Background: an optimization exercise with open tools, aiming at small area. Do not read the settings as production practice.
The RTL was checked by simulation tests, not by an equivalence proof against the original design.
Power and IR drop assume default switching activity.

### design/flow/design.v
package fetch_pkg;
    localparam int xlen = 32;
    localparam int line_bits = 64;
    localparam logic [xlen-1:0] nop_inst = 32'h0000_0013;
    typedef struct packed {
        logic [xlen-1:0] inst;
        logic [xlen-1:0] pc;
        logic [xlen-1:0] npc;
        logic            valid;
    } fetch_packet_t;
    typedef struct packed {
        logic [line_bits-1:0] data;
        logic                 valid;
    } icache_rsp_t;
    typedef struct packed {
        logic            req;
        logic [xlen-1:0] pc;
    } redirect_t;
endpackage
`timescale 1ns/1ps
module fetch_unit #(
    parameter int                          BUF_DEPTH      = 8,
    parameter int                          DECODE_CREDITS = 4,
    parameter logic [fetch_pkg::xlen-1:0]  RESET_PC       = '0
) (
    input  logic                       clock,
    input  logic                       reset,
    input  fetch_pkg::redirect_t       resolved_branch,
    input  fetch_pkg::redirect_t       predicted_branch,
    input  fetch_pkg::icache_rsp_t     icache_rsp,
    input  logic                       credit_return,
    output logic                       icache_req,
    output logic [fetch_pkg::xlen-1:0] icache_addr,
    output fetch_pkg::fetch_packet_t   issue_packet
);
    localparam int xlen  = fetch_pkg::xlen;
    localparam int idx_w = $clog2(BUF_DEPTH);
    localparam int crd_w = $clog2(DECODE_CREDITS + 1);
    logic [xlen-1:0]  inst_q [0:BUF_DEPTH-1];
    logic [xlen-1:0]  pc_q   [0:BUF_DEPTH-1];
    logic [idx_w:0]   occ;
    logic             busy;
    logic             held;
    logic [crd_w-1:0] credits;
    logic             issue_valid;
    logic             flush;
    logic             fetch_start;
    logic [xlen-1:0]  start_pc;
    logic             push;
    logic             pop;
    logic             live;
    logic [xlen-1:0]  word;
    logic [xlen-1:0]  out_pc;
    assign flush = resolved_branch.req;
    assign fetch_start = !reset && !busy && !occ[idx_w];
    always_comb begin
        if (resolved_branch.req) begin
            start_pc = resolved_branch.pc;
        end else if (held) begin
            start_pc = pc_q[0];
        end else if (predicted_branch.req) begin
            start_pc = predicted_branch.pc;
        end else begin
            start_pc = pc_q[0] + 32'd4;
        end
    end
    assign icache_req  = fetch_start;
    assign icache_addr = {start_pc[xlen-1:3], 3'b000};
    always_ff @(posedge clock) begin
        if (reset) begin
            busy <= 1'b0;
            held <= 1'b1;
        end else begin
            if (fetch_start) begin
                busy <= 1'b1;
                held <= 1'b0;
            end else begin
                if (icache_rsp.valid) busy <= 1'b0;
                if (resolved_branch.req) held <= 1'b1;
            end
        end
    end
    assign push = busy && icache_rsp.valid && !held && !resolved_branch.req;
    assign word = pc_q[0][2] ? icache_rsp.data[2*xlen-1:xlen] : icache_rsp.data[xlen-1:0];
    always_ff @(posedge clock) begin
        if (reset) begin
            pc_q[0] <= RESET_PC;
        end else if (fetch_start || resolved_branch.req) begin
            pc_q[0] <= start_pc;
        end
    end
    always_ff @(posedge clock) begin
        if (push) begin
            inst_q[0] <= word;
        end
    end
    always_ff @(posedge clock) begin
        if (fetch_start) begin
            for (int k = 1; k < BUF_DEPTH; k++) begin
                pc_q[k]   <= pc_q[k-1];
                inst_q[k] <= inst_q[k-1];
            end
        end
    end
    assign live = busy && !held;
    assign pop  = (occ != '0) && !(occ == 1 && live) && (credits != '0) && !flush;
    always_ff @(posedge clock) begin
        if (reset) begin
            occ <= '0;
        end else if (flush) begin
            occ <= fetch_start ? 1 : 0;
        end else begin
            occ <= occ + (idx_w+1)'(fetch_start) - (idx_w+1)'(pop);
        end
    end
    always_ff @(posedge clock) begin
        if (reset) begin
            credits <= crd_w'(DECODE_CREDITS);
        end else begin
            case ({pop, credit_return})
                2'b10:   credits <= credits - 1'b1;
                2'b01:   credits <= credits + 1'b1;
                default: credits <= credits;
            endcase
        end
    end
    always_ff @(posedge clock) begin
        if (reset) begin
            issue_valid <= 1'b0;
        end else begin
            issue_valid <= pop;
        end
    end
    assign out_pc = pc_q[occ[idx_w-1:0]];
    always_comb begin
        issue_packet.inst  = inst_q[occ[idx_w-1:0]];
        issue_packet.pc    = out_pc;
        issue_packet.npc   = out_pc + 32'd4;
        issue_packet.valid = issue_valid;
    end
endmodule
### design/flow/run.sh
#!/bin/bash
# synth_recipe.tcl (not shown) runs the flow's synth.tcl, then flattens the netlist and writes it again
# the make line also repeats each setting of config.mk as NAME=value (left out here)
make -C /OpenROAD-flow-scripts/flow DESIGN_CONFIG=/design/flow/config.mk WORK_HOME=/design/flow/orfs CLKGATE_MAP_FILE= SYNTH_SCRIPT=/design/flow/synth_recipe.tcl finish
### design/flow/config.mk
export PLATFORM = sky130hd
export DESIGN_NAME = fetch_unit
export DESIGN_NICKNAME = fetch_unit
export VERILOG_FILES = /design/flow/design.v
export SDC_FILE = /design/flow/constraint.sdc
export NUM_CORES = 4
export LEC_CHECK = 0
export CAP_MARGIN = 20
export CORE_MARGIN = 2
export CORE_UTILIZATION = 40
export SLEW_MARGIN = 20
### design/flow/constraint.sdc
create_clock -name core_clock -period 6.0 [get_ports {clock}]
set_input_delay 1.2000 -clock core_clock [delete_from_list [all_inputs] [get_ports {clock}]]
set_output_delay 1.2000 -clock core_clock [all_outputs]
set_load 0.01 [all_outputs]
==> results of run 1 <==
-- kinds of logic (layout without fill, tap and decap cells) --
group           count (synthesis)  in the layout  synth area share, %
flops                         522            522                 67.0
buf+inv                       166            427                 3.93
simple gates                  375            377                 8.42
xor+xnor                       47             47                 1.81
fa+ha+maj                      13             13                0.780
mux                           114            114                 5.61
other cells                     1              3               0.0165
compound gates                393            393                 12.4
-- cell usage after synthesis, drive strengths merged (21+ instances only) --
library cell	n
nor3	38
xnor2	26
mux2i	50
xor2	21
dfxtp	42
a221oi	33
o21ai	68
nor2	113
nand3	24
a31oi	29
edfxtp	480
mux2	59
inv	24
a21oi	57
a22oi	97
clkbuf	60
nand2	117
buf	81
-- metrics by stage --
stage	setup slack (ns)	utilization, %
floorplan	-3.00	-
global placement	0.729	46.0
detailed placement	0.666	46.0
CTS	0.000369	48.8
global route	0.0385	49.1
finish	0.180	49.1
-- cell type report --
class	count	share of cell area [%]
multi-input combinational	947	24.1
tap	756	3.42
inverter	25	0.353
clock inverter	23	0.656
timing repair buffer	308	11.1
clock buffer	71	5.11
sequential	522	55.2
-- worst max-delay path by stage --
stage               slack (ns)                       to  cells past startpoint
floorplan                -3.00  pc_q[0][2]$_SDFFE_PP0P_                      9
global placement          0.73         issue_packet[29]                     13
detailed placement        0.67         issue_packet[29]                     12
CTS                     0.0004         issue_packet[29]                     13
global route              0.04         issue_packet[29]                     13
finish                    0.18         issue_packet[29]                     13
-- where the power goes --
group / switching, µW / internal (µW) / total [µW]
clock: 1400 / 1700 / 3100
sequential: 472 / 4930 / 5410
combinational: 3340 / 2600 / 5940
total: 5210 / 9240 / 14400
-- per-layer routing --
metal,vias to the layer above,GRT usage (%)
met3,87,3.55
met4,0,5.30
li1,6781,-
met1,7615,29.3
met2,598,32.4
met5,-,0
-- timing repair --
item	CTS	global route
gates resized for setup	1	5
cloned	0	3
pin swaps	0	2
endpoints found under the setup margin	3	8
buffers inserted	0	7
endpoints found under the hold margin	0	0
hold buffers	0	0
-- state kept, by name, indices dropped and copies added (netlist names) --
signal / cells
inst_q: 256
pc_q: 256
occ: 4
credits: 3
busy: 1
held: 1
issue_valid: 1
==> impl_metrics.csv, run 1 <==
group,metric,value,unit
outcome,status,"timing/DRC/antenna clean",
grt,gr-total-overflow,0,
cells_and_area,multi_input_area,0.00667,mm²
worst_setup_path,path_cells,"inv_1 -> ha_1 -> nor3_4 -> nand2_4 -> nand3_1 -> o21a_1 -> ha_1 -> nor3b_4 -> and4_1 -> nand4_4 -> nor3_2 -> xor2_1 -> clkdlybuf4s50_1",
floorplan,start_util,40.4,%
synth,yosysTopAreaCell,"edfxtp_1",
sta,fmaxAchievable,172,MHz
sta,min_period,5.82,ns
detailed_routing,wl_met1,27900,µm
cells_and_area,fillers,4931,
detailed_routing,routedWlPerCell,23.6,µm
synth,synth.area.top_cells,"edfxtp_1 63%, dfxtp_1 3.7%, a22oi_1 3.2%",
cells_and_area,fin_area,0.0277,mm²
floorplan,die_h,243,µm
cells_and_area,area_growth_syn_to_layout,21.5,%
floorplan,num_io_pins,264,
synth,synth-main-ff-cell,"edfxtp_1",
synth,synth_top_area_share,63.3,%
sta,tns,0,ns
synth,synthArstFlopShare,0,%
clock_network,cts_tree,"built",
min_path,hold_path_class,"flip-flop to flip-flop",
synth,synth_seq_cells,522,
pwr,powerDensity,522,mW/mm²
clock_network,clock_sinks,522,
pwr,ir_worst_vdd,0.291,mV
worst_setup_path,r2r_setup_slack,2.74,ns
placement,dp_hpwl,41200,µm
sta,tightest_slew,0.973,ns
detailed_routing,ant_nets,0,
cells_and_area,drive_gt1_share,12.3,%
clock_network,cts_root_buffer,"clkbuf_16",
synth,syn_area,0.0228,mm²
clock_network,cts_buffer_depth,3,
sta,fin_crit_sh,97.0,%
grt,gr-usage-all-layers,20.5,%
synth,ys_warn_count,3,
floorplan,std_cell_rows,87,
floorplan,fp.dieArea,0.0588,mm²
synth,syn_area_per_cell,14.0,µm²
cells_and_area,mostFrequentLayoutCell,"edfxtp_1",
placement,post_dp_cell_area,0.0259,mm²
worst_setup_path,reg2reg_from,"pc_q[0][3]$_SDFFE_PP0P_",
worst_setup_path,critPathSlowestCell,"clkdlybuf4s50_1",
detailed_routing,wirelength,62700,µm
worst_setup_path,worst_path_largest_cell_delay,0.61,ns
floorplan,die_w,243,µm
cells_and_area,register_area,0.0153,mm²
clock_network,h-tree-depth,2,
detailed_routing,vias,15081,
worst_setup_path,critical-path-top-delay-family,"simple AND/OR/NAND/NOR gates",
cells_and_area,stdcell_count,2652,
placement,place_congestion,0.875,
cells_and_area,fin_nets,2004,
flow_run,maxCapViolCount,0,
detailed_routing,top_layer_used,"met4",
worst_setup_path,cp_max_fo,13,
worst_setup_path,critPathRequiredTime,4.80,ns
floorplan,coreArea,0.0564,mm²
pwr,power_leakage,0.00895,µW
worst_setup_path,path_common_cell,"ha_1",
worst_setup_path,start_kind,"flip-flop",
worst_setup_path,path_class,"flip-flop to primary output",
worst_setup_path,r2r_end,"pc_q[0][28]$_SDFFE_PP0P_",
grt,antenna_found_initial,0,
placement,placed_cells,2547,
sta,final_max_slew_viol_count,0,
worst_setup_path,rr_worst_depth,9,
synth,seq_area_frac_synth,67.0,%
synth,synth_enable_flop_cells,480,
grt,grt_pass1_wl,93200,µm
grt,grt_pass1_vias,14835,
worst_setup_path,crit_start,"occ[1]$_SDFF_PP0_",
min_path,hp-start,"inst_q[1][19]$_DFFE_PP_",
detailed_routing,wl_met2,29500,µm
detailed_routing,first_pass_iters,5,
cells_and_area,final_cell_mix,"480 x edfxtp_1, 259 x clkdlybuf4s50_1, 116 x nand2_1",
sta,hold_violations,0,
worst_setup_path,end_kind,"primary output",
detailed_routing,via_per_inst,5.69,
worst_setup_path,crit_arrival,4.62,ns
sta,slew-limit-headroom,35.1,%
sta,whs,0.441,ns
sta,setup_viol,0,
detailed_routing,drc_errors,0,
synth,netlist_instances,1631,
detailed_routing,dr_wl_met3,4100,µm
sta,finClkSkew,0.0240,ns
worst_setup_path,path_buf_inv,2,
min_path,holdPathStages,0,
clock_network,worstSkewPairLatency,0.63,ns
synth,ys_types,92,
detailed_routing,first_iter_violations,1581,
cells_and_area,diodes,0,
sta,rsz0062_at_grt,"false",
clock_network,cts_buffers,53,
clock_network,clk_pin_slew,0.06,ns
min_path,min_to,"inst_q[2][19]$_DFFE_PP_",
pwr,total_power,14400,µW
grt,grt_max_degree,214,
placement,port_buffers,260,
==> run 2, diff against run 1 <==
--- a/design/flow/design.v
+++ b/design/flow/design.v
@@ -38,7 +38,7 @@
     localparam int crd_w = $clog2(DECODE_CREDITS + 1);
     logic [xlen-1:0]  inst_q [0:BUF_DEPTH-1];
     logic [xlen-1:0]  pc_q   [0:BUF_DEPTH-1];
-    logic [idx_w:0]   occ;
+    logic [BUF_DEPTH:0] occ;
     logic             busy;
     logic             held;
     logic [crd_w-1:0] credits;
@@ -49,10 +49,11 @@
     logic             push;
     logic             pop;
     logic             live;
+    logic             empty;
     logic [xlen-1:0]  word;
     logic [xlen-1:0]  out_pc;
     assign flush = resolved_branch.req;
-    assign fetch_start = !reset && !busy && !occ[idx_w];
+    assign fetch_start = !reset && !busy && !occ[BUF_DEPTH];
     always_comb begin
         if (resolved_branch.req) begin
             start_pc = resolved_branch.pc;
@@ -102,15 +103,18 @@
             end
         end
     end
-    assign live = busy && !held;
-    assign pop  = (occ != '0) && !(occ == 1 && live) && (credits != '0) && !flush;
+    assign live  = busy && !held;
+    assign empty = occ[0] || (occ[1] && live);
+    assign pop   = !empty && (credits != '0) && !flush;
     always_ff @(posedge clock) begin
         if (reset) begin
-            occ <= '0;
+            occ <= (BUF_DEPTH+1)'(1);
         end else if (flush) begin
-            occ <= fetch_start ? 1 : 0;
-        end else begin
-            occ <= occ + (idx_w+1)'(fetch_start) - (idx_w+1)'(pop);
+            occ <= fetch_start ? (BUF_DEPTH+1)'(2) : (BUF_DEPTH+1)'(1);
+        end else if (fetch_start && !pop) begin
+            occ <= {occ[BUF_DEPTH-1:0], 1'b0};
+        end else if (pop && !fetch_start) begin
+            occ <= {1'b0, occ[BUF_DEPTH:1]};
         end
     end
     always_ff @(posedge clock) begin
@@ -131,9 +135,17 @@
             issue_valid <= pop;
         end
     end
-    assign out_pc = pc_q[occ[idx_w-1:0]];
+    logic [xlen-1:0] out_inst;
     always_comb begin
-        issue_packet.inst  = inst_q[occ[idx_w-1:0]];
+        out_pc   = '0;
+        out_inst = '0;
+        for (int k = 0; k < BUF_DEPTH; k++) begin
+            out_pc   = out_pc   | (pc_q[k]   & {xlen{occ[k]}});
+            out_inst = out_inst | (inst_q[k] & {xlen{occ[k]}});
+        end
+    end
+    always_comb begin
+        issue_packet.inst  = out_inst;
         issue_packet.pc    = out_pc;
         issue_packet.npc   = out_pc + 32'd4;
         issue_packet.valid = issue_valid;
==> run 2 against run 1 <==
  * Largest cell class unchanged
  * Sequential cell count up 5
  * Non-clock buffer count is 5 lower
  * Critical path type unchanged
  * Register-to-register slack lost 0.14 ns
  * Still clean on timing, DRC and antenna
  * Clock-buffer cell count is 4 lower
  * Setup slack improved by 0.41 ns
  * Global-route usage down 0.42 points
  * Critical path depth decreased by 5
  * Via count down 5.0%
==> impl_metrics.csv, run 2 <==
group,metric,value,unit
pwr,ir_worst_vdd,0.242,mV
min_path,min_to,"pc_q[2][12]$_DFFE_PP_",
clock_network,post_cts_resized,0,
sta,slew-limit-headroom,28.7,%
synth,synth_seq_cells,527,
clock_network,cts_root_buffer,"clkbuf_16",
synth,ys_types,67,
detailed_routing,wirelength,57000,µm
detailed_routing,routedWlPerCell,23.3,µm
worst_setup_path,crit_arrival,4.21,ns
placement,port_buffers,260,
clock_network,clk_pin_slew,0.06,ns
floorplan,die_w,236,µm
worst_setup_path,path_cells,"buf_4 -> a22oi_1 -> nand4_1 -> nand4_1 -> nor3b_1 -> nand4_1 -> xnor2_1 -> clkdlybuf4s50_1",
synth,syn_area_per_cell,14.5,µm²
cells_and_area,stdcell_count,2441,
clock_network,cts_buffer_depth,3,
worst_setup_path,worst_path_largest_cell_delay,0.92,ns
pwr,power_leakage,0.00855,µW
sta,fin_crit_sh,90.1,%
placement,placed_cells,2343,
clock_network,post_cts_buffers,0,
cells_and_area,mostFrequentLayoutCell,"edfxtp_1",
synth,ys_warn_count,3,
synth,yosysMostFrequentCell,"edfxtp_1",
synth,synth-main-ff-cell,"edfxtp_1",
detailed_routing,ant_nets,0,
clock_network,cts_tree,"built",
sta,tightest_slew,1.07,ns
synth,synth.cells.most_frequent,"480 x edfxtp_1, 275 x a22oi_1, 82 x nand4_1, 66 x nor2_1, 60 x nand2_1",
synth,synth_top_area_share,66.9,%
grt,antenna_found_initial,0,
clock_network,worstSkewPairLatency,0.62,ns
cells_and_area,drive_gt1_share,10.1,%
flow_run,maxCapViolCount,0,
worst_setup_path,reg2reg_from,"occ[8]$_SDFFE_PP0P_",
min_path,hp-start,"pc_q[1][12]$_DFFE_PP_",
worst_setup_path,path_class,"flip-flop to primary output",
cells_and_area,final_cell_mix,"480 x edfxtp_1, 275 x a22oi_1, 259 x clkdlybuf4s50_1",
floorplan,num_io_pins,264,
sta,hold_violations,0,
cells_and_area,fillers,4643,
grt,grt_pass1_vias,14247,
sta,min_period,5.41,ns
synth,synthArstFlopShare,0,%
min_path,hold_path_class,"flip-flop to flip-flop",
sta,fmaxAchievable,185,MHz
detailed_routing,drc_errors,0,
grt,grt_pass1_wl,86400,µm
grt,gr-total-overflow,0,
detailed_routing,via_per_inst,5.87,
floorplan,coreArea,0.0536,mm²
cells_and_area,area_growth_syn_to_layout,22.6,%
worst_setup_path,cp_max_fo,34,
worst_setup_path,critPathSlowestCell,"dfxtp_2",
floorplan,die_h,236,µm
clock_network,postCtsHoldBufs,0,
grt,gr-usage-all-layers,20.1,%
sta,whs,0.436,ns
cells_and_area,diodes,0,
placement,place_congestion,0.884,
cells_and_area,reg_top3,"inst_q (256), pc_q (256), occ (9)",
clock_network,h-tree-depth,2,
sta,tns,0,ns
worst_setup_path,critPathRequiredTime,4.80,ns
detailed_routing,first_pass_iters,5,
worst_setup_path,end_kind,"primary output",
worst_setup_path,r2r_end,"pc_q[3][13]$_DFFE_PP_",
floorplan,fp.dieArea,0.0558,mm²
worst_setup_path,path_common_cell,"nand4_1",
outcome,status,"timing/DRC/antenna clean",
clock_network,clock_sinks,527,
sta,finClkSkew,0.0366,ns
placement,dp_hpwl,36400,µm
synth,synth.area.top_cells,"edfxtp_1 67%, a22oi_1 9.6%, dfxtp_1 4.4%",
detailed_routing,vias,14324,
floorplan,start_util,40.2,%
cells_and_area,fin_nets,1840,
synth,synth_enable_flop_cells,480,
synth,syn_area,0.0216,mm²
floorplan,std_cell_rows,85,
worst_setup_path,rr_worst_depth,4,
clock_network,cts_buffers,53,
sta,setup_viol,0,
grt,grt_max_degree,161,
min_path,holdPathStages,0,
synth,seq_area_frac_synth,71.2,%
detailed_routing,first_iter_violations,1613,
sta,final_max_slew_viol_count,0,
worst_setup_path,r2r_setup_slack,2.60,ns
synth,yosysTopAreaCell,"edfxtp_1",
cells_and_area,utilization,49.3,%
worst_setup_path,start_kind,"flip-flop",
sta,rsz0062_at_grt,"false",
synth,netlist_instances,1483,
pwr,powerDensity,326,mW/mm²
==> run 2: cell count changes in the layout (fill, tap and decap cells not counted), moves of 9 or more <==
cell       change
nand4_1       +73
nor2_1        -44
o21ai_0       -40
a41oi_1       -11
a22oi_1      +178
a31oi_1       -21
a221o_1       -13
a221oi_1      -31
a21oi_1       -23
nand2_1       -56
mux2_2        -25
nor3_1         -9
mux2i_1       -44
o2bb2ai_1      -9
==> run 2: worst max-delay path by stage <==
stage                              startpoint                       end  slack, ns  depth (start not counted)
final                     occ[1]$_SDFFE_PP0P_          issue_packet[32]       0.59                          8
after global routing      occ[0]$_SDFFE_PP1P_          issue_packet[29]       0.40                          9
after CTS                 occ[5]$_SDFFE_PP0P_          issue_packet[32]       0.60                          8
after detailed placement  occ[5]$_SDFFE_PP0P_          issue_packet[32]       1.29                          8
after global placement    occ[2]$_SDFFE_PP0P_          issue_packet[32]       1.25                          8
after floorplan                         reset  pc_q[0][24]$_SDFFE_PP0P_       0.54                          8
==> run 2: stage by stage <==
step | cell area [µm²] | setup slack, ns | power [µW]
5_1_grt | 26400 | 0.395 | 8940
2_1_floorplan | 21600 | 0.537 | 4890
3_3_place_gp | 24700 | 1.25 | 5370
3_5_place_dp | 24700 | 1.29 | 5380
6_report | 26400 | 0.591 | 8630
4_1_cts | 26400 | 0.595 | 8710
==> run 2: power by group <==
part           switching [µW]  internal (µW)
clock                    1420           1900
sequential                159           4240
combinational             479            424
total                    2060           6570
==> run 2: logic make-up (layout without fill, tap and decap cells) <==
kind of cell    count (synthesis)  count (layout)  synth area share (%)
xor+xnor                       45              45                  1.83
mux                            40              40                  2.05
buf+inv                       156             416                  3.57
simple gates                  311             311                  7.64
compound gates                399             399                  13.4
fa+ha+maj                       4               4                 0.267
other cells                     1               3                0.0174
flops                         527             527                  71.2
==> run 2: cell type report <==
class,instances,area [µm²],area share (%)
repair buffers,303,2930,11.1
flip-flops and latches,527,15400,58.1
multi-input cells,802,5440,20.6
clock buffers,67,1380,5.22
well taps,696,871,3.29
inverters,15,82.6,0.312
clock inverters,31,362,1.37
==> run 2: critical path: cells and delay by family, from the launching register on <==
family / cells / cell delay (ns)
XOR/XNOR: 1 / 0.31
flip-flops: 1 / 0.92
buffers and inverters: 2 / 0.97
AO/OA/AOI/OAI: 1 / 0.12
AND/OR/NAND/NOR: 4 / 1.23
==> run 2: routing by layer <==
layer | track usage (%) | share of wire [%] | up-vias
met5 | 0 | 0 | -
met4 | 7.27 | 2.9 | 0
met3 | 2.98 | 6.9 | 98
met2 | 32.3 | 48 | 654
met1 | 27.7 | 42 | 7202
li1 | - | - | 6370
==> run 3, diff against run 2 <==
--- a/design/flow/config.mk
+++ b/design/flow/config.mk
@@ -8,4 +8,5 @@
 export CAP_MARGIN = 20
 export CORE_MARGIN = 2
 export CORE_UTILIZATION = 40
+export CTS_BUF_LIST = sky130_fd_sc_hd__clkbuf_4
 export SLEW_MARGIN = 20
==> run 3 against run 2 <==
  * Synthesized area stayed put
  * Cell area increased by 0.69%
  * Critical path depth did not move
  * Synthesized cell count is the same
  * Clock skew up 0.017 ns
  * Critical path type unchanged
  * Die area stayed put
  * Routed wire length is 2.5% higher
==> impl_metrics.csv, run 3 <==
group,metric,value,unit
outcome,status,"timing/DRC/antenna clean",
sta,whs,0.434,ns
synth,yosysTopAreaCell,"edfxtp_1",
min_path,hp-start,"pc_q[3][8]$_DFFE_PP_",
floorplan,die_w,236,µm
floorplan,std_cell_rows,85,
worst_setup_path,critPathSlowestCell,"dfxtp_2",
synth,synth_seq_cells,527,
detailed_routing,via_per_inst,5.75,
sta,fmaxAchievable,174,MHz
cells_and_area,mostFrequentLayoutCell,"edfxtp_1",
worst_setup_path,cp_max_fo,34,
cells_and_area,fin_area,0.0266,mm²
clock_network,cts_buffers,142,
grt,antenna_found_initial,2,
detailed_routing,routedWlPerCell,22.5,µm
detailed_routing,first_pass_iters,6,
detailed_routing,drc_errors,0,
sta,tns,0,ns
synth,netlist_instances,1483,
pwr,power_leakage,0.00883,µW
sta,final_max_slew_viol_count,0,
detailed_routing,first_iter_violations,1757,
clock_network,clk_pin_slew,0.07,ns
sta,rsz0062_at_grt,"false",
flow_run,maxCapViolCount,0,
placement,placed_cells,2343,
worst_setup_path,crit_arrival,4.55,ns
worst_setup_path,critical-path-top-delay-family,"simple AND/OR/NAND/NOR gates",
worst_setup_path,reg2reg_from,"occ[8]$_SDFFE_PP0P_",
synth,ys_warn_count,3,
floorplan,coreArea,0.0536,mm²
worst_setup_path,rr_worst_depth,4,
placement,dp_hpwl,36400,µm
synth,syn_area_per_cell,14.5,µm²
worst_setup_path,path_buf_inv,2,
clock_network,cts_buffer_depth,3,
sta,tightest_slew,1.04,ns
cells_and_area,final_cell_mix,"480 x edfxtp_1, 275 x a22oi_1, 259 x clkdlybuf4s50_1",
synth,syn_area,0.0216,mm²
clock_network,cts_root_buffer,"clkbuf_4",
grt,grt_pass1_vias,15167,
pwr,total_power,8680,µW
cells_and_area,area_growth_syn_to_layout,23.5,%
placement,place_congestion,0.884,
clock_network,post_cts_buffers,0,
detailed_routing,vias,14928,
floorplan,fp.dieArea,0.0558,mm²
clock_network,h-tree-depth,4,
clock_network,cts_tree,"built",
synth,seq_area_frac_synth,71.2,%
cells_and_area,fin_nets,1929,
synth,synth_top_area_share,66.9,%
clock_network,clock_sinks,527,
synth,yosysMostFrequentCell,"edfxtp_1",
worst_setup_path,r2r_end,"pc_q[4][14]$_DFFE_PP_",
clock_network,post_cts_resized,0,
grt,grt_max_degree,161,
clock_network,postCtsHoldBufs,0,
worst_setup_path,r2r_setup_slack,2.57,ns
min_path,hold_path_class,"flip-flop to flip-flop",
sta,fin_crit_sh,95.9,%
worst_setup_path,critPathRequiredTime,4.80,ns
synth,ys_types,67,
cells_and_area,reg_top3,"inst_q (256), pc_q (256), occ (9)",
grt,gr-usage-all-layers,20.8,%
cells_and_area,drive_gt1_share,17.3,%
floorplan,num_io_pins,264,
worst_setup_path,path_common_cell,"nand4_1",
worst_setup_path,path_class,"flip-flop to primary output",
floorplan,die_h,236,µm
synth,synth.area.top_cells,"edfxtp_1 67%, a22oi_1 9.6%, dfxtp_1 4.4%",
sta,finClkSkew,0.0538,ns
synth,synthArstFlopShare,0,%
clock_network,worstSkewPairLatency,0.97,ns
synth,synth-main-ff-cell,"edfxtp_1",
sta,slew-limit-headroom,30.8,%
sta,min_period,5.75,ns
worst_setup_path,end_kind,"primary output",
grt,gr-total-overflow,0,
synth,synth.cells.most_frequent,"480 x edfxtp_1, 275 x a22oi_1, 82 x nand4_1, 66 x nor2_1, 60 x nand2_1",
grt,grt_pass1_wl,88600,µm
worst_setup_path,path_cells,"buf_4 -> a22oi_1 -> nand4_1 -> nand4_1 -> nor3b_1 -> nand4_1 -> xnor2_1 -> clkdlybuf4s50_1",
sta,setup_viol,0,
worst_setup_path,start_kind,"flip-flop",
worst_setup_path,worst_path_largest_cell_delay,0.94,ns
cells_and_area,stdcell_count,2596,
placement,port_buffers,260,
detailed_routing,ant_nets,0,
detailed_routing,wirelength,58400,µm
placement,post_dp_cell_area,0.0247,mm²
synth,synth_enable_flop_cells,480,
sta,hold_violations,0,
floorplan,start_util,40.2,%
min_path,holdPathStages,0,
pwr,powerDensity,326,mW/mm²
min_path,min_to,"pc_q[4][8]$_DFFE_PP_",
pwr,ir_worst_vdd,0.160,mV
## run 3: cell count changes in the layout (fill, tap and decap cells not counted)
| cell | before | now |
|---|---|---|
| clkbuf_1 | 14 | 0 |
| clkbuf_16 | 53 | 0 |
| clkbuf_4 | 0 | 210 |
| clkinv_1 | 11 | 23 |
| clkinv_16 | 2 | 1 |
| clkinv_2 | 6 | 4 |
| clkinv_4 | 2 | 3 |
| diode_2 | 0 | 5 |
| inv_16 | 1 | 0 |
| inv_2 | 0 | 1 |
| inv_6 | 4 | 1 |
## run 3: report_power, final
| part | leakage, µW | internal (µW) | switching, µW |
|---|---|---|---|
| Sequential | 0.00494 | 4240 | 160 |
| Clock | 0.00112 | 1860 | 1510 |
| Combinational | 0.00277 | 424 | 481 |
| Total | 0.00883 | 6530 | 2150 |
## run 3: cell type report
class,count,area [µm²]
clock inverters,38,333
diodes,5,12.5
flip-flops and latches,527,15400
fillers,4738,27000
repair buffers,303,2930
multi-input cells,802,5440
well taps,696,871
clock buffers,210,1580
inverters,15,82.6
## run 3: stage by stage
stage | utilization (%) | setup WS, ns
2_1_floorplan | - | 0.537
3_3_place_gp | 46.1 | 1.25
3_5_place_dp | 46.1 | 1.29
4_1_cts | 49.6 | 0.197
5_1_grt | 49.7 | 0.0103
6_report | 49.7 | 0.246
## run 3: cells by family (layout without fill, tap and decap cells)
group                    after synthesis  after routing  share of synthesized area (%)
AO/OA/AOI/OAI                        399            399                           13.4
XOR/XNOR                              45             45                           1.83
adder cells (fa/ha/maj)                4              4                          0.267
flip-flops                           527            527                           71.2
multiplexers                          40             40                           2.05
other                                  1              8                         0.0174
AND/OR/NAND/NOR                      311            311                           7.64
buffers and inverters                156            566                           3.57
## run 3: metal layers
| metal | part of all wire (%) | wire (µm) | up-vias | GRT usage, % |
|---|---|---|---|---|
| li1 | - | - | 6649 | - |
| met1 | 42 | 24400 | 7440 | 27.3 |
| met2 | 47 | 27700 | 718 | 32.7 |
| met3 | 7.4 | 4300 | 121 | 5.32 |
| met4 | 3.4 | 1970 | 0 | 9.49 |
| met5 | 0 | 0 | - | 0 |
## run 3: how the worst max path moves through the flow
stage	from	to	slack, ns	depth (start not counted)
after floorplan	reset	pc_q[0][24]$_SDFFE_PP0P_	0.54	8
after global placement	occ[2]$_SDFFE_PP0P_	issue_packet[32]	1.25	8
after detailed placement	occ[5]$_SDFFE_PP0P_	issue_packet[32]	1.29	8
after CTS	occ[5]$_SDFFE_PP0P_	issue_packet[32]	0.20	8
after global routing	occ[0]$_SDFFE_PP1P_	issue_packet[29]	0.01	9
final	occ[1]$_SDFFE_PP0P_	issue_packet[32]	0.25	8
==> run 4, diff against run 3 <==
--- a/design/flow/config.mk
+++ b/design/flow/config.mk
@@ -8,5 +8,5 @@
 export CAP_MARGIN = 20
 export CORE_MARGIN = 2
 export CORE_UTILIZATION = 40
-export CTS_BUF_LIST = sky130_fd_sc_hd__clkbuf_4
+export CTS_BUF_LIST = sky130_fd_sc_hd__clkbuf_8
 export SLEW_MARGIN = 20
==> run 4 against run 3 <==
  * Critical path type unchanged
  * Largest power group unchanged
  * Setup slack improved by 0.25 ns
  * Die area did not move
  * Synthesized area unchanged
==> impl_metrics.csv, run 4 <==
group,metric,value,unit
outcome,status,"timing/DRC/antenna clean",
sta,fmaxAchievable,182,MHz
floorplan,die_h,236,µm
worst_setup_path,reg2reg_from,"occ[8]$_SDFFE_PP0P_",
sta,setup_viol,0,
clock_network,post_cts_resized,0,
pwr,ir_worst_vdd,0.163,mV
detailed_routing,drc_errors,0,
synth,seq_area_frac_synth,71.2,%
cells_and_area,fin_nets,1872,
grt,grt_pass1_wl,87500,µm
synth,syn_area_per_cell,14.5,µm²
synth,ys_types,67,
clock_network,cts_root_buffer,"clkbuf_8",
grt,grt_max_degree,161,
worst_setup_path,crit_end,"issue_packet[32]",
synth,yosysTopAreaCell,"edfxtp_1",
placement,placed_cells,2343,
grt,antenna_found_initial,0,
worst_setup_path,crit_start,"occ[1]$_SDFFE_PP0P_",
floorplan,num_io_pins,264,
synth,netlist_instances,1483,
cells_and_area,drive_gt1_share,11.4,%
worst_setup_path,end_kind,"primary output",
detailed_routing,vias,14462,
cells_and_area,stdcell_count,2498,
sta,rsz0062_at_grt,"false",
worst_setup_path,critPathSlowestCell,"dfxtp_2",
flow_run,maxCapViolCount,0,
sta,min_period,5.51,ns
detailed_routing,first_pass_iters,6,
sta,finClkSkew,0.0453,ns
clock_network,postCtsHoldBufs,0,
detailed_routing,first_iter_violations,1575,
worst_setup_path,r2r_end,"pc_q[4][14]$_DFFE_PP_",
synth,synth_enable_flop_cells,480,
detailed_routing,wirelength,57900,µm
clock_network,post_cts_buffers,0,
floorplan,coreArea,0.0536,mm²
clock_network,clock_sinks,527,
synth,synth-main-ff-cell,"edfxtp_1",
cells_and_area,mostFrequentLayoutCell,"edfxtp_1",
pwr,power_leakage,0.00864,µW
sta,hold_violations,0,
sta,fin_crit_sh,91.8,%
floorplan,std_cell_rows,85,
clock_network,cts_buffers,85,
synth,yosysMostFrequentCell,"edfxtp_1",
worst_setup_path,start_kind,"flip-flop",
synth,synth.area.top_cells,"edfxtp_1 67%, a22oi_1 9.6%, dfxtp_1 4.4%",
grt,grt_pass1_vias,14524,
cells_and_area,area_growth_syn_to_layout,21.8,%
placement,post_dp_cell_area,0.0247,mm²
floorplan,die_w,236,µm
placement,port_buffers,260,
worst_setup_path,rr_worst_depth,4,
worst_setup_path,critPathRequiredTime,4.80,ns
worst_setup_path,crit_arrival,4.31,ns
cells_and_area,reg_top3,"inst_q (256), pc_q (256), occ (9)",
worst_setup_path,worst_path_largest_cell_delay,0.93,ns
sta,tightest_slew,1.06,ns
worst_setup_path,cp_max_fo,34,
clock_network,h-tree-depth,3,
sta,tns,0,ns
cells_and_area,fin_area,0.0262,mm²
synth,synth.cells.most_frequent,"480 x edfxtp_1, 275 x a22oi_1, 82 x nand4_1, 66 x nor2_1, 60 x nand2_1",
clock_network,worstSkewPairLatency,0.69,ns
detailed_routing,ant_nets,0,
min_path,hold_path_class,"flip-flop to flip-flop",
synth,synthArstFlopShare,0,%
placement,place_congestion,0.884,
detailed_routing,routedWlPerCell,23.2,µm
synth,ys_warn_count,3,
cells_and_area,final_cell_mix,"480 x edfxtp_1, 275 x a22oi_1, 259 x clkdlybuf4s50_1",
synth,syn_area,0.0216,mm²
sta,final_max_slew_viol_count,0,
worst_setup_path,path_class,"flip-flop to primary output",
clock_network,cts_tree,"built",
worst_setup_path,path_cells,"buf_4 -> a22oi_1 -> nand4_1 -> nand4_1 -> nor3b_1 -> nand4_1 -> xnor2_1 -> clkdlybuf4s50_1",
pwr,powerDensity,311,mW/mm²
detailed_routing,via_per_inst,5.79,
sta,slew-limit-headroom,29.0,%
clock_network,clk_pin_slew,0.07,ns
worst_setup_path,r2r_setup_slack,2.56,ns
floorplan,fp.dieArea,0.0558,mm²
grt,gr-usage-all-layers,20.4,%
grt,gr-total-overflow,0,
placement,dp_hpwl,36400,µm
floorplan,start_util,40.2,%
synth,synth_top_area_share,66.9,%
worst_setup_path,path_common_cell,"nand4_1",
synth,synth_seq_cells,527,
clock_network,cts_buffer_depth,3,
[run 4: cell counts after synthesis]
Identical to the previous run, type by type.
[run 4: per-layer routing]
metal | vias to the layer above | GRT usage [%] | share of wire (%)
met5 | - | 0 | 0
met4 | 0 | 8.11 | 3.3
met3 | 118 | 3.97 | 6.5
met2 | 627 | 32.4 | 47
met1 | 7275 | 27.7 | 43
li1 | 6442 | - | -
[run 4: metrics by stage]
step	power (µW)	worst slack (ns)	util, %	hold slack, ns
2_1_floorplan	4890	0.537	-	0.403
3_3_place_gp	5370	1.25	46.1	0.428
3_5_place_dp	5380	1.29	46.1	0.433
4_1_cts	8250	0.517	49.0	0.426
5_1_grt	8500	0.301	49.0	0.435
6_report	8170	0.491	49.0	0.421
[run 4: cells by family after synthesis]
| group | synth area share, % |
|---|---|
| flip-flops | 71.2 |
| AO/OA/AOI/OAI | 13.4 |
| AND/OR/NAND/NOR | 7.64 |
| buffers and inverters | 3.57 |
| XOR/XNOR | 1.83 |
| multiplexers | 2.05 |
| adder cells (fa/ha/maj) | 0.267 |
| other | 0.0174 |
[run 4: worst min-delay path by stage]
stage,from,cells past startpoint,endpoint
after global placement,inst_q[6][4]$_DFFE_PP_,0,inst_q[7][4]$_DFFE_PP_
final,pc_q[1][12]$_DFFE_PP_,0,pc_q[2][12]$_DFFE_PP_
after floorplan,pc_q[0][12]$_SDFFE_PP0P_,0,pc_q[1][12]$_DFFE_PP_
after CTS,pc_q[2][31]$_DFFE_PP_,0,pc_q[3][31]$_DFFE_PP_
after global routing,pc_q[1][12]$_DFFE_PP_,0,pc_q[2][12]$_DFFE_PP_
after detailed placement,inst_q[3][11]$_DFFE_PP_,0,inst_q[4][11]$_DFFE_PP_
[run 4: power breakdown]
part / total [µW] / switching [µW] / internal (µW)
Sequential: 4400 / 160 / 4240
Combinational: 905 / 480 / 424
Clock: 2860 / 1450 / 1410
[run 4: final cells by class]
| type | instances | area (µm²) |
|---|---|---|
| antenna | 1 | 2.50 |
| clock buffer | 87 | 1200 |
| clock inverter | 67 | 350 |
| fill | 4726 | 27400 |
| inverter | 15 | 82.6 |
| multi-input combinational | 802 | 5440 |
| sequential | 527 | 15400 |
| tap | 696 | 871 |
| timing repair buffer | 303 | 2930 |
[run 4: critical path, delay by kind of cell, from the launching register on]
family | cells | cell delay [ns]
XOR/XNOR | 1 | 0.31
AND/OR/NAND/NOR | 4 | 1.25
buffers and inverters | 2 | 0.97
AO/OA/AOI/OAI | 1 | 0.13
flip-flops | 1 | 0.93
==> run 5, diff against run 4 <==
==> design/flow/flow/run.sh (new file) <==
#!/bin/bash
# Standard ORFS layout, with the port buffers made of the smallest buffer cell
# instead of the default pick. Every port still gets its own buffer.
set -euo pipefail
bash standard.sh "BUFFER_PORTS_ARGS=-buffer_cell sky130_fd_sc_hd__buf_1" finish > make_finish.log 2>&1
==> design/flow/standard.sh (new file) <==
#!/bin/bash
# synth_recipe.tcl (not shown) runs the flow's synth.tcl, then flattens the netlist and writes it again
# the make line also repeats each setting of config.mk as NAME=value (left out here)
make -C /OpenROAD-flow-scripts/flow DESIGN_CONFIG=/design/flow/config.mk WORK_HOME=/design/flow/orfs CLKGATE_MAP_FILE= SYNTH_SCRIPT=/design/flow/synth_recipe.tcl "${@:-finish}"
--- a/design/flow/config.mk
+++ b/design/flow/config.mk
@@ -8,5 +8,4 @@
 export CAP_MARGIN = 20
 export CORE_MARGIN = 2
 export CORE_UTILIZATION = 40
-export CTS_BUF_LIST = sky130_fd_sc_hd__clkbuf_8
 export SLEW_MARGIN = 20
removed: design/flow/run.sh
==> run 5 against run 4 <==
  * Still clean
  * Combinational power decreased by 22%
  * Clock skew about the same
  * Sequential cell count unchanged
  * Sequential share of layout area up 3.4 points
  * Register-to-register slack better by 0.39 ns
  * Power increased by 3.2%
  * Clock-buffer cell count fell by 11
  * Cell area shrank 5.5%
  * Cell count is 2.5% lower
  * Die area is the same
  * First-iteration DRC count increased by 4.6%
  * Synthesized cell count is the same
  * Critical endpoint unchanged
==> impl_metrics.csv, run 5 <==
group,metric,value,unit
grt,grt_pass1_wl,84900,µm
worst_setup_path,start_kind,"flip-flop",
clock_network,cts_tree,"built",
floorplan,start_util,40.2,%
sta,rsz0062_at_grt,"false",
clock_network,post_cts_resized,0,
sta,hold_violations,0,
worst_setup_path,end_kind,"primary output",
pwr,pwr-share-seq,52.3,%
synth,syn_area,0.0216,mm²
synth,yosysMostFrequentCell,"edfxtp_1",
min_path,holdPathStages,0,
synth,ys_warn_count,3,
sta,whs,0.402,ns
detailed_routing,first_pass_iters,8,
synth,synth_seq_cells,527,
cells_and_area,reg_top3,"inst_q (256), pc_q (256), occ (9)",
pwr,ir_worst_vdd,0.216,mV
pwr,switching_power,2080,µW
worst_setup_path,rr_worst_depth,5,
cells_and_area,diodes,0,
detailed_routing,routedWlPerCell,23.2,µm
synth,synth_enable_flop_cells,480,
clock_network,worstSkewPairLatency,0.62,ns
clock_network,cts_buffer_depth,3,
grt,gr-usage-all-layers,19.6,%
synth,synthArstFlopShare,0,%
pwr,power_leakage,0.00782,µW
floorplan,die_w,236,µm
placement,post_dp_cell_area,0.0230,mm²
clock_network,cts_buffers,55,
outcome,status,"timing/DRC/antenna clean",
detailed_routing,ant_nets,0,
clock_network,clock_sinks,527,
pwr,comb_power_share,8.4,%
pwr,powerDensity,340,mW/mm²
sta,fin_crit_sh,83.6,%
floorplan,num_io_pins,264,
cells_and_area,stdcell_count,2435,
grt,grt_pass1_vias,14139,
cells_and_area,drive_gt1_share,9.37,%
cells_and_area,fin_area,0.0248,mm²
worst_setup_path,crit_arrival,3.82,ns
detailed_routing,vias,14444,
detailed_routing,first_iter_violations,1647,
synth,synth.area.top_cells,"edfxtp_1 67%, a22oi_1 9.6%, dfxtp_1 4.4%",
cells_and_area,fin_nets,1831,
placement,place_congestion,0.911,
worst_setup_path,r2r_setup_slack,2.95,ns
placement,port_buffers,260,
sta,finClkSkew,0.0450,ns
cells_and_area,mostFrequentLayoutCell,"edfxtp_1",
pwr,p_sw_share,24.7,%
synth,netlist_instances,1483,
detailed_routing,drc_errors,0,
floorplan,std_cell_rows,85,
pwr,pwr-share-clk,39.3,%
worst_setup_path,critPathRequiredTime,4.80,ns
clock_network,postCtsHoldBufs,0,
synth,synth_top_area_share,66.9,%
clock_network,cts_root_buffer,"clkbuf_16",
synth,ys_types,67,
synth,yosysTopAreaCell,"edfxtp_1",
grt,gr-total-overflow,0,
min_path,hold_path_class,"flip-flop to flip-flop",
cells_and_area,final_cell_mix,"480 x edfxtp_1, 275 x a22oi_1, 259 x buf_1",
clock_network,clk_pin_slew,0.06,ns
clock_network,post_cts_buffers,0,
floorplan,fp.dieArea,0.0558,mm²
pwr,total_power,8440,µW
placement,dp_hpwl,34800,µm
placement,placed_cells,2331,
worst_setup_path,path_class,"flip-flop to primary output",
sta,final_max_slew_viol_count,0,
grt,grt_max_degree,186,
flow_run,maxCapViolCount,0,
floorplan,coreArea,0.0536,mm²
sta,tns,0,ns
sta,fmaxAchievable,199,MHz
synth,synth.cells.most_frequent,"480 x edfxtp_1, 275 x a22oi_1, 82 x nand4_1, 66 x nor2_1, 60 x nand2_1",
synth,syn_area_per_cell,14.5,µm²
sta,setup_viol,0,
sta,tightest_slew,1.14,ns
pwr,internal_power,6350,µW
grt,antenna_found_initial,1,
synth,seq_area_frac_synth,71.2,%
clock_network,h-tree-depth,2,
detailed_routing,wirelength,56400,µm
detailed_routing,via_per_inst,5.93,
worst_setup_path,cp_max_fo,34,
sta,slew-limit-headroom,24.0,%
cells_and_area,area_growth_syn_to_layout,15.1,%
floorplan,die_h,236,µm
sta,min_period,5.02,ns
synth,synth-main-ff-cell,"edfxtp_1",
==> run 5: worst max-delay path: stages (launching register included) <==
cell,delay [ns]
dfxtp_2,1.02
a22oi_1,0.21
nand4_1,0.33
nand3_1,0.24
nor2_1,0.46
nand4_1,0.43
xnor2_1,0.31
buf_1,0.18
==> run 5: through the flow <==
step,utilization (%),setup slack (ns)
2_1_floorplan,-,0.537
3_3_place_gp,43.0,1.69
3_5_place_dp,43.0,1.63
4_1_cts,46.3,1.04
5_1_grt,46.3,0.762
6_report,46.3,0.985
==> run 5: logic make-up (layout without fill, tap and decap cells) <==
group / after synthesis / count (layout) / share of synthesized area [%]
AOI/OAI and AO/OA: 399 / 399 / 13.4
xor gates and xnor gates: 45 / 45 / 1.83
adders and majority gates: 4 / 4 / 0.267
buffers and inverters: 156 / 410 / 3.57
DFF: 527 / 527 / 71.2
muxes: 40 / 40 / 2.05
other: 1 / 3 / 0.0174
and+or+nand+nor: 311 / 311 / 7.64
==> run 5: path summary, 6_finish.rpt <==
path / start / endpoint
worst max-delay path: occ[2]$_SDFFE_PP0P_ / issue_packet[32]
worst min-delay path: pc_q[6][18]$_DFFE_PP_ / pc_q[7][18]$_DFFE_PP_
worst max register to register: occ[8]$_SDFFE_PP0P_ / occ[1]$_SDFFE_PP0P_
worst min register to register: pc_q[6][18]$_DFFE_PP_ / pc_q[7][18]$_DFFE_PP_
==> run 5: layout make-up <==
| type | count | area, µm² |
|---|---|---|
| clock buffers | 76 | 1490 |
| clock inverters | 27 | 283 |
| fillers | 4789 | 28800 |
| inverters | 15 | 82.6 |
| multi-input cells | 802 | 5440 |
| flip-flops and latches | 527 | 15400 |
| well taps | 696 | 871 |
| repair buffers | 292 | 1280 |
==> run 5: routing by layer <==
metal | vias to the layer above | share of wire [%] | global-route usage, %
met2 | 620 | 48 | 31.2
li1 | 6348 | - | -
met4 | 2 | 2.7 | 6.52
met3 | 106 | 7.3 | 3.28
met5 | - | 0.023 | 0
met1 | 7368 | 42 | 27.4
==> run 5: power groups by stage <==
| stage | combinational, µW | sequential, µW | clock (µW) |
|---|---|---|---|
| 2_1_floorplan | 485 | 4410 | 0 |
| 3_3_place_gp | 698 | 4480 | 0 |
| 3_5_place_dp | 709 | 4480 | 0 |
| 4_1_cts | 711 | 4410 | 3400 |
| 5_1_grt | 770 | 4430 | 3530 |
| 6_report | 709 | 4410 | 3320 |
==> run 6, diff against run 5 <==
--- a/design/flow/config.mk
+++ b/design/flow/config.mk
@@ -8,4 +8,7 @@
 export CAP_MARGIN = 20
 export CORE_MARGIN = 2
 export CORE_UTILIZATION = 40
+export CTS_BUF_LIST = sky130_fd_sc_hd__clkbuf_8
+export CTS_CLUSTER_DIAMETER = 80
+export CTS_CLUSTER_SIZE = 16
 export SLEW_MARGIN = 20
==> run 6 against run 5 <==
  * Still clean on timing, DRC and antenna
  * Sequential cell count unchanged
  * First-iteration DRC count up 7.7%
  * Sequential power hardly changed
  * Register-to-register slack worse by 0.24 ns
  * Synthesized area unchanged
  * Cell area fell by 4.4%
  * Worst hold slack improved by 0.046 ns
  * Largest cell class unchanged
==> impl_metrics.csv, run 6 <==
group,metric,value,unit
placement,port_buffers,260,
synth,syn_area_per_cell,14.5,µm²
sta,rsz0062_at_grt,"false",
floorplan,die_h,236,µm
cells_and_area,utilization,44.3,%
clock_network,cts_root_buffer,"clkbuf_8",
cells_and_area,drive_gt1_share,8.01,%
worst_setup_path,path_class,"flip-flop to primary output",
pwr,power_leakage,0.00737,µW
synth,yosysTopAreaCell,"edfxtp_1",
sta,tightest_slew,1.24,ns
worst_setup_path,critPathRequiredTime,4.80,ns
sta,setup_viol,0,
cells_and_area,fin_nets,1816,
sta,fin_crit_sh,84.1,%
grt,gr-total-overflow,0,
sta,slew-limit-headroom,17.6,%
outcome,status,"timing/DRC/antenna clean",
min_path,min_to,"inst_q[2][11]$_DFFE_PP_",
clock_network,postCtsHoldBufs,0,
detailed_routing,via_per_inst,5.95,
cells_and_area,reg_top3,"inst_q (256), pc_q (256), occ (9)",
sta,worst_slack,0.955,ns
min_path,hold_path_class,"flip-flop to flip-flop",
detailed_routing,wirelength,55900,µm
pwr,ir_worst_vdd,0.188,mV
clock_network,cts_buffers,40,
synth,ys_warn_count,3,
synth,yosysMostFrequentCell,"edfxtp_1",
sta,fmaxAchievable,198,MHz
grt,gr-usage-all-layers,19.4,%
floorplan,std_cell_rows,85,
floorplan,start_util,40.2,%
worst_setup_path,reg2reg_from,"occ[8]$_SDFFE_PP0P_",
pwr,internal_power,5110,µW
cells_and_area,fin_area,0.0237,mm²
sta,final_max_slew_viol_count,0,
min_path,holdPathStages,0,
clock_network,cts_buffer_depth,3,
clock_network,h-tree-depth,2,
pwr,comb_power_share,10.3,%
sta,finClkSkew,0.0510,ns
synth,synth_top_area_share,66.9,%
flow_run,maxCapViolCount,0,
worst_setup_path,r2r_end,"occ[1]$_SDFFE_PP0P_",
sta,hold_violations,0,
clock_network,post_cts_buffers,0,
synth,synth-main-ff-cell,"edfxtp_1",
placement,place_congestion,0.911,
pwr,pwr-share-clk,26.1,%
placement,placed_cells,2331,
pwr,pwr-share-seq,63.7,%
pwr,powerDensity,291,mW/mm²
detailed_routing,routedWlPerCell,23.3,µm
synth,ys_types,67,
pwr,p_sw_share,26.1,%
worst_setup_path,rr_worst_depth,5,
grt,antenna_found_initial,2,
floorplan,coreArea,0.0536,mm²
min_path,hp-start,"inst_q[1][11]$_DFFE_PP_",
worst_setup_path,start_kind,"flip-flop",
detailed_routing,ant_nets,0,
detailed_routing,first_pass_iters,6,
pwr,switching_power,1810,µW
synth,synth.cells.most_frequent,"480 x edfxtp_1, 275 x a22oi_1, 82 x nand4_1, 66 x nor2_1, 60 x nand2_1",
detailed_routing,vias,14244,
floorplan,num_io_pins,264,
synth,synthArstFlopShare,0,%
worst_setup_path,crit_arrival,3.84,ns
sta,min_period,5.04,ns
synth,synth_enable_flop_cells,480,
cells_and_area,mostFrequentLayoutCell,"edfxtp_1",
worst_setup_path,r2r_setup_slack,2.71,ns
cells_and_area,final_cell_mix,"480 x edfxtp_1, 275 x a22oi_1, 259 x buf_1",
synth,seq_area_frac_synth,71.2,%
placement,post_dp_cell_area,0.0230,mm²
sta,tns,0,ns
placement,dp_worst_setup_slack,1.63,ns
worst_setup_path,end_kind,"primary output",
synth,netlist_instances,1483,
grt,grt_pass1_vias,13965,
synth,synth.area.top_cells,"edfxtp_1 67%, a22oi_1 9.6%, dfxtp_1 4.4%",
cells_and_area,area_growth_syn_to_layout,10.0,%
floorplan,fp.dieArea,0.0558,mm²
clock_network,clk_pin_slew,0.11,ns
placement,dp_hpwl,34800,µm
synth,synth_seq_cells,527,
grt,grt_max_degree,186,
clock_network,clock_sinks,527,
cells_and_area,stdcell_count,2395,
synth,syn_area,0.0216,mm²
grt,grt_pass1_wl,83800,µm
clock_network,cts_tree,"built",
worst_setup_path,cp_max_fo,31,
clock_network,worstSkewPairLatency,0.64,ns
detailed_routing,first_iter_violations,1774,
clock_network,post_cts_resized,0,
floorplan,die_w,236,µm
detailed_routing,drc_errors,0,
run 6: through the flow:
| stage | hold WS [ns] | total power [µW] |
|---|---|---|
| 3_5_place_dp | 0.434 | 5190 |
| 3_3_place_gp | 0.428 | 5170 |
| 5_1_grt | 0.455 | 7170 |
| 6_report | 0.449 | 6910 |
| 4_1_cts | 0.449 | 6980 |
| 2_1_floorplan | 0.403 | 4890 |
run 6: power groups by stage:
stage	logic [µW]	clock network, µW	registers, µW
floorplan	485	0	4410
global placement	698	0	4480
detailed placement	709	0	4480
CTS	710	1870	4400
global route	770	1980	4430
finish	710	1800	4400
run 6: cell families (layout without fill, tap and decap cells):
group	after synthesis	after routing	synth area share, %
AO/OA/AOI/OAI	399	399	13.4
XOR/XNOR	45	45	1.83
adder cells (fa/ha/maj)	4	4	0.267
buffers and inverters	156	368	3.57
flip-flops	527	527	71.2
multiplexers	40	40	2.05
other	1	5	0.0174
AND/OR/NAND/NOR	311	311	7.64
run 6: worst max path at each step:
stage	slack, ns	cells after the start	to	startpoint
global placement	1.69	6	icache_addr[4]	predicted_branch[32]
detailed placement	1.63	6	icache_addr[4]	predicted_branch[32]
CTS	1.01	8	issue_packet[32]	occ[5]$_SDFFE_PP0P_
finish	0.96	8	issue_packet[32]	occ[5]$_SDFFE_PP0P_
global route	0.72	8	issue_packet[32]	occ[5]$_SDFFE_PP0P_
floorplan	0.54	8	pc_q[0][24]$_SDFFE_PP0P_	reset
run 6: layout make-up:
class / count / area, µm²
fill: 4891 / 29900
sequential: 527 / 15400
multi-input combinational: 802 / 5440
timing repair buffer: 292 / 1290
tap: 696 / 871
clock buffer: 40 / 551
clock inverter: 21 / 114
inverter: 15 / 82.6
antenna: 2 / 5.00
run 6: critical path, cell delays in order (launching register included):
cell     delay [ns]
dfxtp_2        0.93
buf_4          0.48
a22oi_1        0.12
nand4_1        0.31
nand4_1        0.23
nor3b_1        0.25
nand4_1        0.37
xnor2_1        0.32
buf_1          0.18
run 6: per-layer routing:
| layer | global-route usage, % | share of wire (%) | wire length, µm |
|---|---|---|---|
| met1 | 27.2 | 43 | 23800 |
| met2 | 31.2 | 48 | 26700 |
| met3 | 3.37 | 7.3 | 4080 |
| met4 | 5.56 | 2.3 | 1290 |
| met5 | 0 | 0.023 | 13 |
==> run 7, diff against run 6 <==
--- a/design/flow/config.mk
+++ b/design/flow/config.mk
@@ -8,7 +8,7 @@
 export CAP_MARGIN = 20
 export CORE_MARGIN = 2
 export CORE_UTILIZATION = 40
-export CTS_BUF_LIST = sky130_fd_sc_hd__clkbuf_8
-export CTS_CLUSTER_DIAMETER = 80
-export CTS_CLUSTER_SIZE = 16
+export CTS_BUF_LIST = sky130_fd_sc_hd__clkbuf_16
+export CTS_CLUSTER_DIAMETER = 120
+export CTS_CLUSTER_SIZE = 28
 export SLEW_MARGIN = 20
==> run 7 against run 6 <==
  * Register-to-register slack lost 0.02 ns
  * Combinational power down 0.6%
  * Via count down 0.71%
  * Setup slack improved by 0.086 ns
  * Utilization about the same
  * Clock power up 4%
  * Synthesized cell count did not move
  * Cell count is 0.92% lower
  * Global-route usage shrank 0.28 points
  * Sequential cell count stayed put
  * Worst hold slack lost 0.011 ns
  * Clock skew fell by 0.016 ns
  * Critical endpoint unchanged
==> impl_metrics.csv, run 7 <==
group,metric,value,unit
grt,gr-total-overflow,0,
detailed_routing,first_iter_violations,1666,
clock_network,clock_sinks,527,
placement,post_dp_cell_area,0.0230,mm²
clock_network,worstSkewPairLatency,0.60,ns
worst_setup_path,path_cells,"buf_4 -> a22oi_1 -> nand4_1 -> nand4_1 -> nor3b_1 -> nand4_1 -> xnor2_1 -> buf_1",
pwr,powerDensity,294,mW/mm²
pwr,internal_power,5200,µW
floorplan,die_w,236,µm
synth,synth_top_area_share,66.9,%
sta,final_max_slew_viol_count,0,
synth,ys_warn_count,3,
sta,tns,0,ns
placement,port_buffers,260,
worst_setup_path,cp_max_fo,31,
detailed_routing,vias,14143,
cells_and_area,area_growth_syn_to_layout,10.0,%
cells_and_area,diodes,0,
synth,yosysMostFrequentCell,"edfxtp_1",
clock_network,cts_tree,"built",
synth,ys_types,67,
synth,syn_area_per_cell,14.5,µm²
detailed_routing,first_pass_iters,6,
worst_setup_path,worst_path_largest_cell_delay,0.94,ns
sta,tightest_slew,1.21,ns
placement,place_congestion,0.911,
synth,synth-main-ff-cell,"edfxtp_1",
pwr,switching_power,1770,µW
cells_and_area,drive_gt1_share,6.92,%
synth,synthMuxAreaShare,2.05,%
sta,hold_violations,0,
clock_network,post_cts_resized,0,
detailed_routing,ant_nets,0,
pwr,pwr-share-seq,63.1,%
pwr,power_leakage,0.00736,µW
synth,synth_enable_flop_cells,480,
cells_and_area,fin_area,0.0237,mm²
sta,slew-limit-headroom,19.0,%
worst_setup_path,crit_arrival,3.76,ns
synth,seq_area_frac_synth,71.2,%
synth,synth_seq_cells,527,
detailed_routing,via_per_inst,5.96,
sta,fin_crit_sh,82.7,%
clock_network,postCtsHoldBufs,0,
clock_network,clk_pin_slew,0.11,ns
grt,grt_max_degree,186,
floorplan,die_h,236,µm
clock_network,cts_buffer_depth,3,
cells_and_area,reg_top3,"inst_q (256), pc_q (256), occ (9)",
sta,rsz0062_at_grt,"false",
grt,antenna_found_initial,0,
synth,synth.area.top_cells,"edfxtp_1 67%, a22oi_1 9.6%, dfxtp_1 4.4%",
min_path,hold_path_class,"flip-flop to flip-flop",
detailed_routing,routedWlPerCell,23.3,µm
pwr,comb_power_share,10.1,%
synth,yosysTopAreaCell,"edfxtp_1",
worst_setup_path,critPathSlowestCell,"dfxtp_2",
sta,setup_viol,0,
synth,synth_xor_area_share,1.83,%
detailed_routing,drc_errors,0,
detailed_routing,wirelength,55300,µm
worst_setup_path,end_kind,"primary output",
synth,netlist_instances,1483,
floorplan,coreArea,0.0536,mm²
synth,synth_top_family_by_area,"compound AO/OA/AOI/OAI gates",
worst_setup_path,path_class,"flip-flop to primary output",
worst_setup_path,path_common_cell,"nand4_1",
clock_network,h-tree-depth,1,
synth,synth-simple-area-share,7.64,%
clock_network,post_cts_buffers,0,
grt,gr-usage-all-layers,19.1,%
floorplan,start_util,40.2,%
synth,synth-compound-area-share,13.4,%
worst_setup_path,crit_start,"occ[5]$_SDFFE_PP0P_",
synth,synth.cells.most_frequent,"480 x edfxtp_1, 275 x a22oi_1, 82 x nand4_1, 66 x nor2_1, 60 x nand2_1",
sta,min_period,4.96,ns
clock_network,cts_root_buffer,"clkbuf_16",
cells_and_area,final_cell_mix,"480 x edfxtp_1, 275 x a22oi_1, 259 x buf_1",
outcome,status,"timing/DRC/antenna clean",
worst_setup_path,critPathRequiredTime,4.80,ns
synth,syn_area,0.0216,mm²
grt,grt_pass1_vias,13708,
flow_run,maxCapViolCount,0,
floorplan,std_cell_rows,85,
placement,dp_hpwl,34800,µm
cells_and_area,mostFrequentLayoutCell,"edfxtp_1",
pwr,total_power,6970,µW
clock_network,cts_buffers,23,
pwr,pwr-share-clk,26.7,%
synth,synthArstFlopShare,0,%
floorplan,num_io_pins,264,
floorplan,fp.dieArea,0.0558,mm²
synth,synthAdderAreaFrac,0.267,%
min_path,hp-start,"inst_q[1][16]$_DFFE_PP_",
worst_setup_path,reg2reg_from,"occ[8]$_SDFFE_PP0P_",
sta,fmaxAchievable,202,MHz
worst_setup_path,start_kind,"flip-flop",
cells_and_area,fin_nets,1798,
pwr,p_sw_share,25.4,%
sta,finClkSkew,0.0347,ns
pwr,ir_worst_vdd,0.248,mV
grt,grt_pass1_wl,83300,µm
[run 7: cell counts after synthesis]
Identical to the previous run, type by type.
[run 7: worst max-delay path: cells and delay by family (launching register included)]
kind,cells,cell delay [ns]
DFF,1,0.94
buffers and inverters,2,0.65
AOI/OAI and AO/OA,1,0.12
and+or+nand+nor,4,1.14
xor gates and xnor gates,1,0.31
[run 7: power by group through the flow]
stage	sequential, µW	combinational [µW]	clock, µW
final	4400	706	1870
after global routing	4430	767	2040
after CTS	4400	710	1920
after detailed placement	4480	709	0
after global placement	4480	698	0
after floorplan	4410	485	0
[run 7: routing by layer]
layer / wire (µm) / track usage, % / vias to the layer above
met5: 0 / 0 / -
met4: 1360 / 4.78 / 0
met3: 3850 / 2.35 / 72
met2: 26400 / 30.9 / 588
met1: 23700 / 27.6 / 7239
li1: - / - / 6244
[run 7: layout make-up]
| class | count | area (µm²) |
|---|---|---|
| repair buffers | 291 | 1260 |
| clock inverters | 19 | 116 |
| fillers | 4881 | 29900 |
| well taps | 696 | 871 |
| clock buffers | 23 | 576 |
| multi-input cells | 802 | 5440 |
| inverters | 15 | 82.6 |
| flip-flops and latches | 527 | 15400 |
[run 7: stage by stage]
step,cells,worst slack (ns),hold slack (ns),utilization [%]
2_1_floorplan,1485,0.537,0.403,-
5_1_grt,2373,0.851,0.434,44.2
6_report,2373,1.04,0.437,44.2
3_3_place_gp,2331,1.69,0.428,43.0
4_1_cts,2373,1.08,0.435,44.2
3_5_place_dp,2331,1.63,0.434,43.0
[run 7: worst paths after layout]
kind	end	slack, ns	cells after the start
worst max-delay path	issue_packet[32]	1.04	8
worst min-delay path	inst_q[2][16]$_DFFE_PP_	0.44	0
worst max register to register	occ[1]$_SDFFE_PP0P_	2.69	5
worst min register to register	inst_q[2][16]$_DFFE_PP_	0.44	0
[run 7: cells by family (layout without fill, tap and decap cells)]
| kind of cell | after synthesis | after routing |
|---|---|---|
| AO/OA/AOI/OAI | 399 | 399 |
| XOR/XNOR | 45 | 45 |
| adder cells (fa/ha/maj) | 4 | 4 |
| buffers and inverters | 156 | 348 |
| flip-flops | 527 | 527 |
| multiplexers | 40 | 40 |
| other | 1 | 3 |
| AND/OR/NAND/NOR | 311 | 311 |
==> run 8, diff against run 7 <==
==> design/flow/config.mk (replaced) <==
export PLATFORM = sky130hd
export DESIGN_NAME = fetch_unit
export DESIGN_NICKNAME = fetch_unit
export VERILOG_FILES = /design/flow/design.v
export SDC_FILE = /design/flow/constraint.sdc
export NUM_CORES = 4
export LEC_CHECK = 0
export CAP_MARGIN = 0
export CORE_MARGIN = 2
export CORE_UTILIZATION = 60
export CTS_BUF_LIST = sky130_fd_sc_hd__clkbuf_16
export CTS_CLUSTER_DIAMETER = 120
export CTS_CLUSTER_SIZE = 28
export SLEW_MARGIN = 0
==> run 8 against run 7 <==
  * Die area fell by 33%
  * Routed wire length fell by 5.6%
  * Via count fell by 0.71%
  * Clock power fell by 7%
  * Synthesized area did not move
  * Critical path depth did not move
  * Global-route usage rose by 7.9 points
  * Critical path type unchanged
  * Critical endpoint is now issue_packet[30]
==> impl_metrics.csv, run 8 <==
group,metric,value,unit
synth,syn_area_per_cell,14.5,µm²
grt,gr-total-overflow,0,
min_path,hold_path_class,"flip-flop to flip-flop",
synth,synth-main-ff-cell,"edfxtp_1",
worst_setup_path,path_buf_inv,2,
clock_network,post_cts_resized,0,
worst_setup_path,critical-path-top-delay-family,"simple AND/OR/NAND/NOR gates",
placement,post_dp_cell_area,0.0227,mm²
worst_setup_path,start_kind,"flip-flop",
clock_network,worstSkewPairLatency,0.55,ns
clock_network,cts_root_buffer,"clkbuf_16",
placement,place_congestion,0.897,
synth,synthMuxAreaShare,2.05,%
synth,yosysMostFrequentCell,"edfxtp_1",
worst_setup_path,crit_arrival,3.78,ns
clock_network,cts_buffer_depth,3,
grt,grt_pass1_wl,79200,µm
worst_setup_path,path_class,"flip-flop to primary output",
grt,antenna_found_initial,0,
detailed_routing,vias,14043,
worst_setup_path,reg2reg_from,"occ[0]$_SDFFE_PP1P_",
cells_and_area,mostFrequentLayoutCell,"edfxtp_1",
min_path,holdPathStages,0,
sta,finClkSkew,0.0137,ns
sta,min_period,4.98,ns
sta,slew-limit-headroom,28.6,%
placement,port_buffers,260,
synth,yosysTopAreaCell,"edfxtp_1",
worst_setup_path,path_common_cell,"nand4_1",
cells_and_area,drive_gt1_share,6.78,%
synth,synth_top_family_by_area,"compound AO/OA/AOI/OAI gates",
synth,synth_seq_cells,527,
detailed_routing,wirelength,52200,µm
placement,dp_worst_setup_slack,1.47,ns
synth,synth-simple-area-share,7.64,%
sta,hold_violations,0,
placement,dp_hpwl,32500,µm
detailed_routing,drc_errors,0,
floorplan,die_h,194,µm
clock_network,clock_sinks,527,
sta,tns,0,ns
worst_setup_path,cp_max_fo,34,
worst_setup_path,critPathRequiredTime,4.80,ns
flow_run,maxCapViolCount,0,
clock_network,h-tree-depth,1,
detailed_routing,first_pass_iters,5,
synth,netlist_instances,1483,
worst_setup_path,rr_worst_depth,10,
grt,grt_max_degree,205,
sta,fin_crit_sh,83.0,%
synth,synth_top_area_share,66.9,%
worst_setup_path,critPathSlowestCell,"dfxtp_2",
cells_and_area,diodes,0,
detailed_routing,via_per_inst,6.60,
min_path,hp-start,"inst_q[6][2]$_DFFE_PP_",
worst_setup_path,r2r_end,"credits[2]$_SDFFE_PP1P_",
placement,placed_cells,2096,
sta,final_max_slew_viol_count,0,
sta,rsz0062_at_grt,"false",
detailed_routing,routedWlPerCell,24.6,µm
synth,synth-compound-area-share,13.4,%
synth,syn_area,0.0216,mm²
sta,worst_slack,1.02,ns
synth,ys_types,67,
clock_network,cts_tree,"built",
floorplan,start_util,60.7,%
cells_and_area,area_growth_syn_to_layout,8.10,%
outcome,status,"timing/DRC/antenna clean",
cells_and_area,stdcell_count,2127,
synth,seq_area_frac_synth,71.2,%
floorplan,coreArea,0.0355,mm²
-- run 8: where the power goes --
group | internal [µW] | leakage [µW] | switching (µW)
Sequential | 4240 | 0.00494 | 160
Combinational | 229 | 0.00202 | 457
Clock | 698 | 0.000321 | 1040
-- run 8: per-layer routing --
metal,track usage [%],part of all wire (%),vias to the layer above
li1,-,-,6235
met1,41.8,43,7053
met2,41.7,47,695
met3,3.66,8.4,60
met4,5.09,1.7,0
met5,0,0,-
-- run 8: cell families (layout without fill, tap and decap cells) --
group | Yosys count | in the layout
AND/OR/NAND/NOR | 311 | 311
buffers and inverters | 156 | 337
adder cells (fa/ha/maj) | 4 | 4
multiplexers | 40 | 40
XOR/XNOR | 45 | 45
AO/OA/AOI/OAI | 399 | 399
other | 1 | 3
flip-flops | 527 | 527
-- run 8: layout make-up --
| class | count | area (µm²) | share of cell area [%] |
|---|---|---|---|
| sequential | 527 | 15400 | 65.9 |
| clock inverter | 8 | 33.8 | 0.145 |
| multi-input combinational | 802 | 5440 | 23.4 |
| tap | 461 | 577 | 2.48 |
| timing repair buffer | 291 | 1220 | 5.25 |
| inverter | 15 | 82.6 | 0.354 |
| clock buffer | 23 | 576 | 2.47 |
-- run 8: stage by stage --
step,hold slack (ns),total power [µW]
after detailed placement,0.433,5160
after floorplan,0.403,4890
final,0.451,6820
after global placement,0.428,5140
after global routing,0.457,7070
after CTS,0.454,6870
-- run 8: worst max-delay path by stage --
stage                                     from                       end  slack, ns  cells after the start
final                      occ[0]$_SDFFE_PP1P_          issue_packet[30]       1.02                      8
after global routing       occ[0]$_SDFFE_PP1P_          issue_packet[31]       0.81                      8
after CTS                  occ[0]$_SDFFE_PP1P_          issue_packet[30]       1.02                      8
after detailed placement  predicted_branch[32]           icache_addr[11]       1.47                      6
after global placement    predicted_branch[32]           icache_addr[11]       1.51                      6
after floorplan                          reset  pc_q[0][24]$_SDFFE_PP0P_       0.54                      8

Re-timed with assumed drivers on the ports (clkbuf_16 on the clock, buf_2 on other inputs), run 8 has 0.961 ns of setup slack against 1.018 ns with ideal ports, and 1.410 ns once port delays also move by the mid clock arrival of 0.603 ns.
